Background: an optimization exercise with open tools, aiming at small area, a short achievable clock period and few clock cycles per item. Do not read the settings as production practice.
The RTL was checked by simulation tests, not by an equivalence proof against the original design.
Power is estimated from default activity; no workload was simulated.

===== design/flow/config.mk =====
export PLATFORM = sky130hd
export DESIGN_NAME = dcache_top
export DESIGN_NICKNAME = dcache_top
export VERILOG_FILES = /design/flow/design.v
export SDC_FILE = /design/flow/constraint.sdc
export NUM_CORES = 4
export LEC_CHECK = 0
export CAP_MARGIN = 20
export CORE_MARGIN = 2
export CORE_UTILIZATION = 40
export SLEW_MARGIN = 20

===== design/flow/constraint.sdc =====
create_clock -name core_clock -period 8.0 [get_ports {clk}]
set_input_delay 1.6000 -clock core_clock [delete_from_list [all_inputs] [get_ports {clk}]]
set_output_delay 1.6000 -clock core_clock [all_outputs]
set_load 0.01 [all_outputs]

===== design/flow/design.v =====
package dcache_pkg;
    typedef union packed {
        logic [32/8-1:0][7:0] bytes;
        logic [32/16-1:0][15:0] halves;
    } line_word_u;
endpackage
`timescale 1ns/1ps
module dcache_merge
(
    input logic [32-1:0] base,
    input logic [32-1:0] wdata,
    input logic [2:0] funct3,
    input logic [2-1:0] offset,
    output logic [32-1:0] merged
);
    always_comb begin
        merged = base;
        case (funct3)
            3'd0: merged[8*offset +: 8] = wdata[7:0];
            3'd1: merged[16*offset[1] +: 16] = wdata[15:0];
            3'd2: merged = wdata;
            default: merged = base;
        endcase
    end
endmodule
`timescale 1ns/1ps
module load_extend
(
    input dcache_pkg::line_word_u line_word,
    input logic [2:0] req_funct3_q,
    input logic [2-1:0] offset,
    output logic [32-1:0] load_data
);
    logic [7:0] sel_byte;
    logic [15:0] sel_half;
    assign sel_byte = line_word.bytes[offset];
    assign sel_half = line_word.halves[offset[1]];
    always_comb begin
        case (req_funct3_q)
            3'd0: begin
                load_data = {{(32-8){sel_byte[7]}}, sel_byte};
            end
            3'd1: begin
                load_data = {{(32-16){sel_half[15]}}, sel_half};
            end
            3'd2: begin
                load_data = line_word;
            end
            3'd4: begin
                load_data = {{(32-8){1'b0}}, sel_byte};
            end
            3'd5: begin
                load_data = {{(32-16){1'b0}}, sel_half};
            end
            default: begin
                load_data = '0;
            end
        endcase
    end
endmodule
`timescale 1ns/1ps
module dcache_top
(
    input logic clk,
    input logic rst_b,
    input logic req_valid,
    output logic req_ready,
    input logic req_we,
    input logic [2:0] req_funct3,
    input logic [32-1:0] req_addr,
    input logic [32-1:0] req_wdata,
    output logic resp_valid,
    input logic resp_ready,
    output logic [32-1:0] resp_rdata,
    output logic resp_hit,
    output logic mem_req_valid,
    input logic mem_req_ready,
    output logic mem_we,
    output logic [32-1:0] mem_addr,
    output logic [32-1:0] mem_wdata,
    input logic [32-1:0] mem_rdata,
    input logic mem_rvalid
);
    localparam int LINES = 1 << 6;
    localparam int IW = 6;
    localparam int TW = (32 - 6 - 2);
    localparam int OW = 2;
    localparam int WW = 32;
    localparam int RQ = 8;    
    localparam int RQW = 3;
    localparam int MQ = 4;    
    localparam int MQW = 2;
    logic [LINES-1:0] valid_q;
    logic [LINES-1:0] dirty_q;
    logic [TW-1:0] tag_q [LINES];
    logic [WW-1:0] data_q [LINES];
    logic hv_q, sv_q;
    logic h_we_q, s_we_q;
    logic [2:0] h_f3_q, s_f3_q;
    logic [32-1:0] h_addr_q, s_addr_q;
    logic [WW-1:0] h_wdata_q, s_wdata_q;
    logic acc;
    logic go;
    logic h_free;
    assign req_ready = !sv_q;
    assign acc = req_valid && !sv_q;
    assign h_free = !hv_q || go;
    always_ff @(posedge clk or negedge rst_b) begin
        if (!rst_b) begin
            hv_q <= 1'b0;
            sv_q <= 1'b0;
        end else begin
            if (h_free) begin
                hv_q <= sv_q || acc;
                sv_q <= 1'b0;
            end else if (acc) begin
                sv_q <= 1'b1;
            end
        end
    end
    always_ff @(posedge clk) begin
        if (h_free) begin
            if (sv_q) begin
                h_we_q <= s_we_q;
                h_f3_q <= s_f3_q;
                h_addr_q <= s_addr_q;
                h_wdata_q <= s_wdata_q;
            end else begin
                h_we_q <= req_we;
                h_f3_q <= req_funct3;
                h_addr_q <= req_addr;
                h_wdata_q <= req_wdata;
            end
        end
        if (!h_free && acc) begin
            s_we_q <= req_we;
            s_f3_q <= req_funct3;
            s_addr_q <= req_addr;
            s_wdata_q <= req_wdata;
        end
    end
    logic [MQ-1:0] mq_v_q;       
    logic [MQ-1:0] mq_iq_q;      
    logic [IW-1:0] mq_idx_q [MQ];
    logic [MQ-1:0] mq_wb_q;
    logic [TW-1:0] mq_vtag_q [MQ];
    logic [WW-1:0] mq_wbdata_q [MQ];
    logic [TW-1:0] mq_ntag_q [MQ];
    logic [MQ-1:0] mq_we_q;
    logic [2:0] mq_f3_q [MQ];
    logic [OW-1:0] mq_off_q [MQ];
    logic [WW-1:0] mq_sdata_q [MQ];
    logic [RQW-1:0] mq_slot_q [MQ];
    logic [MQW-1:0] mq_tail_q, mq_iss_q, mq_fh_q;
    logic wbd_q;
    logic [RQ-1:0] rq_occ_q;
    logic [RQ-1:0] rq_done_q;
    logic [RQ-1:0] rq_hit_q;
    logic [WW-1:0] rq_data_q [RQ];
    logic [RQW-1:0] rq_head_q, rq_tail_q;
    logic [IW-1:0] idx;
    logic [TW-1:0] ptag;
    logic [OW-1:0] off;
    logic line_v, line_d;
    logic [TW-1:0] line_tag;
    logic [WW-1:0] line_w;
    logic hit;
    logic pend;
    logic fill;
    logic mq_full, rq_full;
    logic [WW-1:0] hit_merged;
    logic [WW-1:0] hit_load;
    assign idx = h_addr_q[OW +: IW];
    assign ptag = h_addr_q[32-1 -: TW];
    assign off = h_addr_q[OW-1:0];
    assign line_v = valid_q[idx];
    assign line_d = dirty_q[idx];
    assign line_tag = tag_q[idx];
    assign line_w = data_q[idx];
    assign hit = line_v && (line_tag == ptag);
    always_comb begin
        pend = 1'b0;
        for (int k = 0; k < MQ; k++) begin
            if (mq_v_q[k] && (mq_idx_q[k] == idx)) pend = 1'b1;
        end
    end
    assign fill = mem_rvalid && mq_v_q[mq_fh_q];
    assign mq_full = mq_v_q[mq_tail_q];
    assign rq_full = rq_occ_q[rq_tail_q];
    assign go = hv_q && !pend && !rq_full && (hit ? !(h_we_q && fill) : !mq_full);
    dcache_merge u_hit_merge (
        .base(line_w),
        .wdata(h_wdata_q),
        .funct3(h_f3_q),
        .offset(off),
        .merged(hit_merged)
    );
    load_extend u_hit_load (
        .line_word(line_w),
        .req_funct3_q(h_f3_q),
        .offset(off),
        .load_data(hit_load)
    );
    logic [IW-1:0] f_idx;
    logic f_we;
    logic [2:0] f_f3;
    logic [OW-1:0] f_off;
    logic [WW-1:0] f_sdata;
    logic [RQW-1:0] f_slot;
    logic [WW-1:0] fill_merged;
    logic [WW-1:0] fill_load;
    assign f_idx = mq_idx_q[mq_fh_q];
    assign f_we = mq_we_q[mq_fh_q];
    assign f_f3 = mq_f3_q[mq_fh_q];
    assign f_off = mq_off_q[mq_fh_q];
    assign f_sdata = mq_sdata_q[mq_fh_q];
    assign f_slot = mq_slot_q[mq_fh_q];
    dcache_merge u_fill_merge (
        .base(mem_rdata),
        .wdata(f_sdata),
        .funct3(f_we ? f_f3 : 3'd7),
        .offset(f_off),
        .merged(fill_merged)
    );
    load_extend u_fill_load (
        .line_word(mem_rdata),
        .req_funct3_q(f_f3),
        .offset(f_off),
        .load_data(fill_load)
    );
    logic wr_en;
    logic [IW-1:0] wr_idx;
    logic [WW-1:0] wr_data;
    assign wr_en = fill || (go && hit && h_we_q);
    assign wr_idx = fill ? f_idx : idx;
    assign wr_data = fill ? fill_merged : hit_merged;
    always_ff @(posedge clk) begin
        if (wr_en) begin
            data_q[wr_idx] <= wr_data;
        end
        if (go && !hit) begin
            tag_q[idx] <= ptag;
        end
    end
    always_ff @(posedge clk or negedge rst_b) begin
        if (!rst_b) begin
            valid_q <= '0;
            dirty_q <= '0;
        end else if (go) begin
            valid_q[idx] <= 1'b1;
            if (h_we_q) begin
                dirty_q[idx] <= 1'b1;
            end else if (!hit) begin
                dirty_q[idx] <= 1'b0;
            end
        end
    end
    always_ff @(posedge clk) begin
        if (go && !hit) begin
            mq_idx_q[mq_tail_q] <= idx;
            mq_wb_q[mq_tail_q] <= line_v && line_d;
            mq_vtag_q[mq_tail_q] <= line_tag;
            mq_wbdata_q[mq_tail_q] <= line_w;
            mq_ntag_q[mq_tail_q] <= ptag;
            mq_we_q[mq_tail_q] <= h_we_q;
            mq_f3_q[mq_tail_q] <= h_f3_q;
            mq_off_q[mq_tail_q] <= off;
            mq_sdata_q[mq_tail_q] <= h_wdata_q;
            mq_slot_q[mq_tail_q] <= rq_tail_q;
        end
    end
    assign mem_req_valid = mq_iq_q[mq_iss_q];
    assign mem_we = mq_wb_q[mq_iss_q] && !wbd_q;
    assign mem_addr = {(mem_we ? mq_vtag_q[mq_iss_q] : mq_ntag_q[mq_iss_q]), mq_idx_q[mq_iss_q], {OW{1'b0}}};
    assign mem_wdata = mq_wbdata_q[mq_iss_q];
    always_ff @(posedge clk or negedge rst_b) begin
        if (!rst_b) begin
            mq_v_q <= '0;
            mq_iq_q <= '0;
            mq_tail_q <= '0;
            mq_iss_q <= '0;
            mq_fh_q <= '0;
            wbd_q <= 1'b0;
        end else begin
            if (go && !hit) begin
                mq_v_q[mq_tail_q] <= 1'b1;
                mq_iq_q[mq_tail_q] <= 1'b1;
                mq_tail_q <= mq_tail_q + 1'b1;
            end
            if (mem_req_valid && mem_req_ready) begin
                if (mem_we) begin
                    wbd_q <= 1'b1;
                end else begin
                    wbd_q <= 1'b0;
                    mq_iq_q[mq_iss_q] <= 1'b0;
                    mq_iss_q <= mq_iss_q + 1'b1;
                end
            end
            if (fill) begin
                mq_v_q[mq_fh_q] <= 1'b0;
                mq_fh_q <= mq_fh_q + 1'b1;
            end
        end
    end
    assign resp_valid = rq_occ_q[rq_head_q] && rq_done_q[rq_head_q];
    assign resp_rdata = rq_data_q[rq_head_q];
    assign resp_hit = rq_hit_q[rq_head_q];
    always_ff @(posedge clk) begin
        if (go) begin
            rq_hit_q[rq_tail_q] <= hit;
            if (hit) begin
                rq_data_q[rq_tail_q] <= h_we_q ? '0 : hit_load;
            end
        end
        if (fill) begin
            rq_data_q[f_slot] <= f_we ? '0 : fill_load;
        end
    end
    always_ff @(posedge clk or negedge rst_b) begin
        if (!rst_b) begin
            rq_occ_q <= '0;
            rq_done_q <= '0;
            rq_head_q <= '0;
            rq_tail_q <= '0;
        end else begin
            if (go) begin
                rq_occ_q[rq_tail_q] <= 1'b1;
                rq_done_q[rq_tail_q] <= hit;
                rq_tail_q <= rq_tail_q + 1'b1;
            end
            if (fill) begin
                rq_done_q[f_slot] <= 1'b1;
            end
            if (resp_valid && resp_ready) begin
                rq_occ_q[rq_head_q] <= 1'b0;
                rq_head_q <= rq_head_q + 1'b1;
            end
        end
    end
endmodule

===== design/flow/run.sh =====
#!/bin/bash
# synth_recipe.tcl (not shown) runs the flow's synth.tcl, then flattens the netlist and writes it again
# the make line also repeats each setting of config.mk as NAME=value (left out here)
make -C /OpenROAD-flow-scripts/flow DESIGN_CONFIG=/design/flow/config.mk WORK_HOME=/design/flow/orfs CLKGATE_MAP_FILE= SYNTH_SCRIPT=/design/flow/synth_recipe.tcl finish

==> summary.txt <==
Final setup violation count=0; clk root buf=clkbuf_16; Max-Cap Viols=0; first-pass GRT wire length=760.6 mm; I/O pins=207; Post-synth ARST share=3.577%; Synth top cells by count=edfxtp_1 (4496), mux4_2 (1089), mux2i_1 (419); CTS tree=built; CP max-delay cell=dfxtp_4; Yosys reg bits=4669; Worst-Skew Late Latency=1.07 ns; hold path endpoint=valid_q[24]; total core area=0.4670 mm²; setup bufs post-CTS=0; multi-input logic area=0.04617 mm²; Syn-to-layout area delta=14.66%; Leak=68.02 nW; Worst-path clk slew=0.06 ns; top-area cell type share of the netlist area=72.05%; grt ovf=0; CTS Hold Bufs=0; CTS buffer count=between 400 and 500; initial DRC count=14946; drt pass-1 iters=9; worst path bufs/invs=3; htree depth=5; worst-path cell chain=buf_4, mux4_2, nand2_1, nand2_1, a221oi_1, a32oi_1, xnor2_1, nand3_1, and4b_1, and4_1, o21ai_4, buf_4, nor3_2, buf_4; Crit Path Max Fanout=36; relative slew slack=18.87%; layout cells sized above 1=between 20% and 30%; layout net count=9951; Via Count=around 100k; Die ar.=0.4740 mm²; Total Routed Length=543.1 mm; CP startpoint kind=register; fmax=141.3 MHz; Least-Margin Pin Slew=1.214 ns; detailed placement HPWL=334.3 mm; register area=about 0.14 mm²; Layout fillers=just under 40000; outcome=timing/DRC/antenna clean; num rows=about 250; final hold vios=0; post_cts resized=0; Hold Path Class=register to register; most frequent cell after synthesis=edfxtp_1; power per cell area=around 470 mW/mm²; clk_skew=~0.16 ns; DIE HEIGHT=688.5 µm; max-slew violation count=0; vias in the first global route=97191; routability-driven placement congestion ratio=about 0.9; power consumption=between 100 and 150 mW; r2r endpoint=data_q[59][25]; total negative slack=0 ns; synth warn=3; vias per cell=about 6.1; largest net degree at the start of global routing=approximately 110; deepest clock path buffer count=4; Tcrit/Tclk final=around 88%; CP delay by family, top=compound AO/OA/AOI/OAI gates; routed wire length per instance=33.08 µm; die width=688.5 µm; unrepaired setup endpoints after global routing=no; Final min period=7.078 ns; CTS Sinks=between 4000 and 5000; Mapped Area=~0.19 mm²; initial antenna violation count=38; critical path data required time=8.57 ns; WHS Path Cells=1; DRC errors left=0; area leader, netlist=edfxtp_1; dominant cells by area after synthesis=edfxtp_1 (72%), mux4_2 (13%), mux2i_1 (2.2%); Worst Reg2Reg Path Length in Cells=14; Initial Util=40.13%; Post-synth EDFFs=~4500; Syn Area/Cell=between 20 and 25 µm²; utilization after layout=46.01%; CP Capture Type=register; Worst VDD drop=668.8 µV; sequential fraction of the synthesis area=74.34%; CP Class=register to register; critical path depth in cells=14; Unique masters post-synth=89; Total Routing Usage GR=around 22%; worst reg2reg setup slack=0.92 ns; Hold Slack=about 0.47 ns; port buffer count=just over 200; Worst path most repeated cell=buf_4; cells after synthesis=9302; ys flop type=edfxtp_1; Hold Startpoint=valid_q[24]; Final ANT Viol Nets=0; max incr delay on CP=0.96 ns; critical path data arrival time=7.65 ns
worst reg2reg max path, cell delays in order, from the launching register on:
cell and delay (ns):
dfxtp_4 0.96, buf_4 0.43, mux4_2 0.54, nand2_1 0.08, nand2_1 0.13, a221oi_1 0.88, a32oi_1 0.54, xnor2_1 0.35
nand3_1 0.11, and4b_1 0.67, and4_1 0.57, o21ai_4 0.32, buf_4 0.40, nor3_2 0.17, buf_4 0.45
how the worst max path moves through the flow:
stage	end	slack, ns
floorplan	s_addr_q[0]	0.28
global placement	valid_q[0]	1.0
detailed placement	valid_q[0]	1.03
finish	data_q[59][25]	0.92
global route	data_q[58][25]	0.75
CTS	data_q[59][7]	0.93
per-stage QoR:
stage,std cells,setup slack [ns],area (µm²)
global route,16407,0.7507,214800
detailed placement,15533,1.026,199300
global placement,15531,0.9993,199300
floorplan,9303,0.2796,187400
finish,16416,0.9216,214900
CTS,16401,0.9332,214700
routing by layer:
metal	track usage [%]	share of wire (%)	vias to the layer above	wire (µm)
li1	-	-	39989	-
met1	32.63	41	53722	220900
met3	4.418	10	873	55120
met2	34.51	46	5676	250100
met4	6.367	3.1	14	16790
met5	0.1224	0.032	-	172
cell usage in the layout (no fill, tap or decap), types with 26 or more instances in the layout:
cell type        synthesis  routed
edfxtp_1              4496    4496
mux4_2                1089    1089
clkbuf_16                0     469
mux2i_1                419     418
nand2_1                404     402
buf_4                   67     370
clkdlybuf4s50_1          0     203
a22oi_1                178     174
o21ai_0                173     167
o22ai_1                159     159
dfrtp_1                167     159
mux2_2                 154     154
nor2_1                 159     134
a21oi_1                146     130
clkinv_1                 5     119
nand3_1                 98      98
clkbuf_1               269      81
clkinv_2                 0      80
o31ai_1                 81      73
inv_1                   75      68
a221oi_1                74      68
a221o_1                 67      67
nor3_2                   0      66
a31o_2                  66      66
bufinv_16                0      58
nor4_2                   0      48
buf_12                   0      46
nor2b_1                 49      44
xnor2_1                 39      39
ha_1                    39      39
nand2b_1                38      37
clkinvlp_4               0      33
and2_1                  30      29
a22o_1                  26      26
area by class of cell:
| cell class | count | share of cell area [%] |
|---|---|---|
| flip-flops and latches | 4669 | 64.86 |
| multi-input cells | 3967 | 21.49 |
| clock buffers | 550 | 5.604 |
| well taps | 6198 | 3.609 |
| repair buffers | 624 | 2.700 |
| clock inverters | 318 | 1.580 |
| inverters | 80 | 0.1479 |
| diodes | 10 | 0.01165 |
cells by family after synthesis:
logic type               after synthesis  synth area share, %
XOR/XNOR                              64               0.2991
buffers and inverters                667                1.742
other                                  1             0.002001
multiplexers                        1671                16.31
AO/OA/AOI/OAI                       1184                4.522
adder cells (fa/ha/maj)               39               0.2604
flip-flops                          4669                74.34
AND/OR/NAND/NOR                     1007                2.520
report_power, final:
group	total, mW	leakage, nW	switching [mW]	internal [mW]
Clock	22.1	7.44	9.48	12.6
Combinational	41.1	18.1	28.7	12.4
Sequential	38.6	42.5	1.58	37.1
Total	102	68.0	39.8	62.1
state kept, by name, indices dropped and copies added (netlist names), 12 cells and up, named ones only:
register     cells
data_q        2048
h_addr_q        32
h_wdata_q       32
mq_f3_q         12
mq_idx_q        24
mq_ntag_q       96
mq_sdata_q     128
mq_slot_q       12
mq_vtag_q       96
mq_wbdata_q    128
rq_data_q      256
s_addr_q        32
s_wdata_q       32
tag_q         1536
valid_q         64
Testbench counts, summed over its fixed seeds: cycles 13,825, items 12,000.

static timing again, ports no longer ideal:
No port has a modelled driver above. Below, the same layout with a new extraction and two added sets of constraints. Step 1 sets driving cells, clkbuf_16 on the clock port and buf_2 on the other inputs (assumed; they add their load-dependent delay and slew). Step 2 adds t to the input delays and takes it off the output delays; t is the mean of the earliest and latest rising clock arrival at the registers after step 1. Input paths then give back, and output paths get back, about the clock's delay inside the block. Slacks: no drivers / after step 1 / after step 2; pairs: no drivers / after step 1.
shift t [ns]: 1.106
setup WS [ns]: 0.922 / 0.922 / 0.922
clock arrival spread, ns: 0.156 / 0.156
After both steps setup and hold are still met in this run. For this run, drivers alone change the setup slack by 0.000 ns; drivers and shift together by 0.000 ns.
